Source: an optimization exercise on an open RTL-to-GDS flow (aim: small area). Production flows keep margins and buffers that such runs may drop.
In this exercise RTL edits were held to simulation tests only and were not proved equivalent to the original.
No activity file was given, so power comes from the tool's default toggle rates.

== lane 1 ==
==> flow/design.v <==
package utils_pkg;
    typedef enum logic [2:0] {
        ST_IDLE = 3'd0,
        ST_HDR  = 3'd1,
        ST_DATA = 3'd2,
        ST_ERR  = 3'd3,
        ST_DONE = 3'd4
    } state_t;
    typedef struct packed {
        logic [7:0]  header;
        logic [3:0]  opcode;
        logic [63:0] data;
        logic [3:0]  error;
        state_t      m_state;
    } packet_t;
endpackage
module fifo_ptr #(
    parameter int DEPTH      = 16,
    parameter int COUNT_SIZE = (DEPTH <= 1) ? 1 : $clog2(DEPTH)
) (
    input  logic                  aclk,
    input  logic                  resetn,
    input  logic                  adv,
    output logic [COUNT_SIZE-1:0] ptr
);
    always_ff @(posedge aclk or negedge resetn) begin
        if (!resetn)
            ptr <= '0;
        else if (adv)
            ptr <= (ptr == COUNT_SIZE'(DEPTH - 1)) ? '0 : ptr + 1'b1;
    end
endmodule
module fifo_row #(
    parameter int W    = 83,
    parameter bit LAST = 1'b0
) (
    input  logic         aclk,
    input  logic         hold,
    input  logic         shift,
    input  logic         load,
    input  logic [W-1:0] d,
    input  logic [W:0]   nxt,
    output logic [W:0]   q
);
    if (LAST) begin : g_last
        always_ff @(posedge aclk)
            q <= ~((q & {(W+1){hold}}) | ({1'b0, d} & {(W+1){load}}));
    end else begin : g_mid
        always_ff @(posedge aclk)
            q <= ~((q & {(W+1){hold}}) | (nxt & {(W+1){shift}}) | ({1'b0, d} & {(W+1){load}}));
    end
endmodule
module generic_fifo #(
    parameter int DEPTH      = 16,
    parameter int COUNT_SIZE = (DEPTH <= 1) ? 1 : $clog2(DEPTH)
) (
    input  logic                  aclk,
    input  logic                  resetn,
    input  logic                  push,
    input  logic                  pop,
    output logic [COUNT_SIZE-1:0] wr_ptr,
    output logic [COUNT_SIZE-1:0] rd_ptr,
    output logic                  full,
    output logic                  empty,
    input  utils_pkg::packet_t    data_in,
    output utils_pkg::packet_t    data_out
);
    localparam int W = $bits(data_in);
    logic [W:0]            rows [DEPTH+1];
    logic [COUNT_SIZE:0]   count;
    logic [DEPTH:0]        at;           
    logic [DEPTH-1:0]      hold;
    logic [DEPTH-1:0]      shift;
    logic [DEPTH-1:0]      load;
    logic                  do_push;
    logic                  do_pop;
    assign empty    = (count == '0);
    assign full     = (count == (COUNT_SIZE + 1)'(DEPTH));
    assign do_push  = push && (!full || pop);
    assign do_pop   = pop && !empty;
    fifo_ptr #(.DEPTH(DEPTH), .COUNT_SIZE(COUNT_SIZE)) u_wr_ptr (
        .aclk   (aclk),
        .resetn (resetn),
        .adv    (do_push),
        .ptr    (wr_ptr)
    );
    fifo_ptr #(.DEPTH(DEPTH), .COUNT_SIZE(COUNT_SIZE)) u_rd_ptr (
        .aclk   (aclk),
        .resetn (resetn),
        .adv    (do_pop),
        .ptr    (rd_ptr)
    );
    logic last_push;    
    always_ff @(posedge aclk or negedge resetn) begin
        if (!resetn)
            last_push <= 1'b0;
        else if (do_push != do_pop)
            last_push <= do_push;
    end
    logic [COUNT_SIZE-1:0] diff;
    assign diff  = wr_ptr - rd_ptr;
    assign count = {last_push && (diff == '0), diff};
    assign rows[DEPTH] = '0;
    for (genvar i = 0; i < DEPTH; i++) begin : g_slot
        assign at[i]    = (count == (COUNT_SIZE + 1)'(i));
        assign load[i]  = do_push && (do_pop ? at[i+1] : at[i]);
        assign shift[i] = do_pop && !load[i];
        assign hold[i]  = !do_pop && !load[i];
        fifo_row #(.W(W), .LAST(i == DEPTH - 1)) u_row (
            .aclk  (aclk),
            .hold  (hold[i]),
            .shift (shift[i]),
            .load  (load[i]),
            .d     (data_in),
            .nxt   (rows[i+1]),
            .q     (rows[i])
        );
    end
    assign at[DEPTH] = full;
    assign data_out = rows[0][W-1:0] ^ {W{rows[0][W]}};
endmodule
clock: 7.0 ns
lec_check: 0
cap_margin: 20
core_margin: 2
core_utilization: 60
slew_margin: 20
synth_hierarchical: 1
synth_minimum_keep_size: 0
standard.sh (not shown) runs the stock make flow with config.mk's settings and CLKGATE_MAP_FILE= SYNTH_SCRIPT=/design/flow/synth_recipe.tcl, a recipe that flattens the netlist after the stock synthesis.
==> flow/flow/run.sh <==
#!/bin/bash
# The standard layout (the standard.sh, unchanged synthesis) with two changes:
# - the input and output ports are buffered with buf_1 instead of the default cell;
# - clock tree synthesis clusters 16 flip-flops per clkbuf_8 and adds no dummy loads.
set -euo pipefail
export BUFFER_PORTS_ARGS="-buffer_cell sky130_fd_sc_hd__buf_1"
export CTS_ARGS="-sink_clustering_enable -repair_clock_nets -dont_use_dummy_load -buf_list sky130_fd_sc_hd__clkbuf_8 -sink_clustering_size 16 -sink_clustering_max_diameter 100"
bash standard.sh > standard_flow.log 2>&1
Lane 1 completed; timing, DRC and antenna clean
Edits applied to the flow inputs when going from lane 1 to lane 5:
--- a/flow/design.v
+++ b/flow/design.v
@@ -89,18 +89,14 @@
         .resetn (resetn),
         .adv    (do_pop),
         .ptr    (rd_ptr)
     );
-    logic last_push;    
     always_ff @(posedge aclk or negedge resetn) begin
         if (!resetn)
-            last_push <= 1'b0;
+            count <= '0;
         else if (do_push != do_pop)
-            last_push <= do_push;
+            count <= do_push ? count + 1'b1 : count - 1'b1;
     end
-    logic [COUNT_SIZE-1:0] diff;
-    assign diff  = wr_ptr - rd_ptr;
-    assign count = {last_push && (diff == '0), diff};
     assign rows[DEPTH] = '0;
     for (genvar i = 0; i < DEPTH; i++) begin : g_slot
         assign at[i]    = (count == (COUNT_SIZE + 1)'(i));
         assign load[i]  = do_push && (do_pop ? at[i+1] : at[i]);
Findings:
- Lane 5 | stages: all done | timing, DRC, antenna: all pass
- Relative to lane 1, number of global-route vias before repair decreased by about 1.2% in lane 5.
- Lane 5 improves on lane 1 in wire length of the first global-routing pass.
- Looking at lane 1 and lane 5, the number of fill cells in the layout is a wash.
- Lane 1 has lower cell count than lane 5.
- Row synthesized area: lane 5 higher / lane 1 lower
- Lane 5 ends up with lower routed wire length than lane 1 does.
- As of lane 5, via count had fallen by a few percent compared to lane 1.
- For sequential cell count, lane 5 and lane 1 come out practically identical.
- On post-route fraction of the period consumed by the critical path, the higher figure sits with lane 1, not lane 5.
- Lane 5 consumes less power than lane 1 does.
- In the metrics for lane 1 and lane 5, the one carrying the lower worst hold slack is lane 5.
- Re maximum number of pins on one net before global-route repair: no difference whatsoever between lane 1 and lane 5.
- Setup slack in lane 5 is larger than in lane 1.
- | number of placed cells counting well taps | lane 1 vs lane 5 | ≈ equal |

port drivers added, routing unchanged:
In the flow no input, the clock included, has a driving cell. The finished layouts below were timed again as built, in two steps.
Step 1 assumes that a clkbuf_16 drives the clock port and a buf_2 every other input.
Step 2 also shifts input and output timing later by t, the mid clock arrival at the registers, as if the neighbouring blocks saw the same clock.
a / b / c = no drivers / after step 1 / after step 2; a / b = the first two.
run	shift t [ns]	setup WS [ns]	worst setup path after step 2	worst register clock-pin slew, ns
lane 1	0.780	1.987 / 1.987 / 1.987	register to register	0.11 / 0.11
lane 5	0.795	2.075 / 2.075 / 1.561	input to register	0.10 / 0.10
After both steps every run listed still meets setup and hold. The setup slack of lane 5, which loses most, moves by 0.000 ns with the drivers and by -0.514 ns with both steps.
